Context: an optimization exercise on an open-source flow, tuned for small area, a short achievable clock period and few clock cycles. The choices shown serve that exercise and are no tape-out recipe.
RTL that was checked went through simulation tests only; none was proved equivalent to the original.
No activity file was given, so power comes from the tool's default toggle rates.

## the baseline
// infix_to_prefix_converter_unit
module infix_to_prefix_converter_unit (
  input  logic       clk_i,
  input  logic       rst_ni,
  input  logic       s_axis_tvalid,
  output logic       s_axis_tready,
  input  logic [7:0] s_axis_tdata,    
  input  logic       s_axis_tlast,
  output logic       m_axis_tvalid,
  input  logic       m_axis_tready,
  output logic [7:0] m_axis_tdata,    
  output logic       m_axis_tlast,
  output logic [1:0] m_axis_tuser     
);
Size in the first run: roughly 1500 flip-flops.
Settings: LEC_CHECK=0, CAP_MARGIN=20, CORE_MARGIN=2, CORE_UTILIZATION=40, SETUP_SLACK_MARGIN=3.5, SLEW_MARGIN=20, TNS_END_PERCENT=30; clock period 6.0 ns.
run.sh (not shown) runs the stock make flow with config.mk's settings and CLKGATE_MAP_FILE= SYNTH_SCRIPT=/design/flow/synth_recipe.tcl, a recipe that flattens the netlist after the stock synthesis.
The baseline closes out successfully: all stages finished, all timing, DRC and antenna checks passed.
diff inputs: the baseline => the candidate
Settings: changing CORE_UTILIZATION from 40 to 30; changing SETUP_SLACK_MARGIN from 3.5 to 3.0; changing TNS_END_PERCENT from 30 to 10.
## What came out
sky130_fd_sc_hd__nand4_1 as the worst-path cell with the longest stage delay was reported by the baseline, and sky130_fd_sc_hd__dfxtp_1 by the candidate.
The baseline ended up with in -> async as its path category of the worst min-delay check; the candidate ended up with reg -> reg.
Taking the baseline as the reference, in the candidate switching share of power barely changed, area of the die went up by 60000 sq um, wire length fell by 2600 um, required time reported for the critical path endpoint stayed essentially flat, relative contribution of the clock network to total power saw an increase.
No functional check of the RTL was part of any run of this note.

---

## build 7
Another version of the RTL of infix_to_prefix_converter_unit (not shown whole).
Size in the first run: about 7500 cells after synthesis, ~26 I/O pins, ~71000 sq um of cells after synthesis.
Settings: LEC_CHECK=0, ABC_AREA=1, CAP_MARGIN=20, CORE_MARGIN=2, CORE_UTILIZATION=45, SETUP_SLACK_MARGIN=3.5, SLEW_MARGIN=20, TNS_END_PERCENT=30; clock period 6.0 ns.
Testbench counts of build 7, summed over its fixed seeds: cycles 7,804.
--- input diff build 7..build 58 ---
# build 7
export LEC_CHECK = 0
export ABC_AREA = 1
export CAP_MARGIN = 20
export CORE_MARGIN = 2
export CORE_UTILIZATION = 45
export SETUP_SLACK_MARGIN = 3.5
export SLEW_MARGIN = 20
export TNS_END_PERCENT = 30
create_clock -name core_clock -period 6.0 [get_ports {clk_i}]
# build 58
export LEC_CHECK = 0
export ABC_AREA = 1
export CAP_MARGIN = 20
export CORE_MARGIN = 2
export CORE_UTILIZATION = 30
export SETUP_SLACK_MARGIN = 3.5
export SLEW_MARGIN = 20
export TNS_END_PERCENT = 30
create_clock -name core_clock -period 6.0 [get_ports {clk_i}]
## What came out
Wire length of the first global-routing pass was higher in build 58 than in build 7.
The final RePlAce weighted congestion of build 7 and that of build 58 are within noise of each other.
Summary of build 58 over build 7: initial core utilization shows a reduction of 15 points; final period utilization shows a reduction of 1.5 points; count of non-CTS buffers in the layout shows an increase of 5.9%; overall die area shows an increase of 49%.
Between build 7 and build 58, the routed wire length is lower for build 7.
Input-level comparison between build 80 and build 58:
# build 58
export LEC_CHECK = 0
export ABC_AREA = 1
export CAP_MARGIN = 20
export CORE_MARGIN = 2
export CORE_UTILIZATION = 30
export SETUP_SLACK_MARGIN = 3.5
export SLEW_MARGIN = 20
export TNS_END_PERCENT = 30
create_clock -name core_clock -period 6.0 [get_ports {clk_i}]
# build 80
export LEC_CHECK = 0
export CAP_MARGIN = 20
export CORE_MARGIN = 2
export CORE_UTILIZATION = 45
export SETUP_SLACK_MARGIN = 3.5
export SLEW_MARGIN = 20
export TNS_END_PERCENT = 30
create_clock -name core_clock -period 6.0 [get_ports {clk_i}]
Between build 58 and build 80, the overall power consumption is lower for build 80. As of build 80, cell area had fallen slightly compared to build 58. Comparing build 58 and build 80, post-synthesis instance area is higher on build 58. The smallest setup slack after layout number comes out higher for build 58 vs build 80.
Inputs modified between build 80 and build 33:
# build 80
export LEC_CHECK = 0
export CAP_MARGIN = 20
export CORE_MARGIN = 2
export CORE_UTILIZATION = 45
export SETUP_SLACK_MARGIN = 3.5
export SLEW_MARGIN = 20
export TNS_END_PERCENT = 30
create_clock -name core_clock -period 6.0 [get_ports {clk_i}]
# build 33
export LEC_CHECK = 0
export CAP_MARGIN = 20
export CORE_MARGIN = 2
export CORE_UTILIZATION = 30
export SETUP_SLACK_MARGIN = 3.5
export SLEW_MARGIN = 20
export TNS_END_PERCENT = 30
create_clock -name core_clock -period 6.0 [get_ports {clk_i}]
### Flow results
Between build 33 and build 80, it is build 33 whose actual transition at the worst max-transition pin is higher, by 0.030 ns. Build 33 vs build 80 — area growth from synthesis to final layout rose 1.2 points. Across both runs, via count was lower for build 33 than for build 80. In the flow results for build 33 and build 80, the power density over the cells is smaller on build 33. Taking build 80 as the reference, in build 33 combinational fraction of design power lost 0.2 points, worst hold slack went down 0.037 ns. Diff build 80 -> build 33: count of multi-input gates has remained practically unchanged; endpoint required time on the critical path has remained practically unchanged; area of the die has increased; setup slack has increased. On total wire length after detailed routing: build 33 sits below build 80.

[port drivers added, routing unchanged]
How much do the figures lean on ideal ports? The routed layouts below were timed once more, with nothing changed but the port constraints.
Step 1: set_driving_cell puts a clkbuf_16 on clk_i and a buf_2 on each other input, an assumption about the parent block.
Step 2, shift: input delay + t, output delay - t, t = (earliest + latest rising clock arrival at the registers) / 2. This alone moves slack from input paths to output paths.
a / b / c = no drivers / after step 1 / after step 2; a / b = the first two.
run | t (ns) | slack for setup (ns) | latest minus earliest clock arrival (ns) | worst data-port slew with drivers (ns) | pins driven straight from the clock port
the baseline | 0.934 | 2.866 / 2.866 / 2.603 | 0.062 / 0.062 | 0.08 | 1
the candidate | 0.953 | 2.498 / 2.498 / 2.332 | 0.090 / 0.089 | 0.15 | 1
build 7 | 0.883 | 3.191 / 3.115 / 2.634 | 0.058 / 0.059 | 0.05 | 1
build 58 | 0.897 | 3.283 / 3.201 / 2.502 | 0.063 / 0.063 | 0.06 | 1
build 80 | 0.866 | 3.213 / 3.213 / 2.601 | 0.047 / 0.046 | 0.12 | 1
build 33 | 0.875 | 3.228 / 3.194 / 2.438 | 0.031 / 0.031 | 0.15 | 1
After both steps setup and hold are still met in every run listed. For build 33, which loses most, drivers alone change the setup slack by -0.034 ns; drivers and shift together by -0.790 ns.
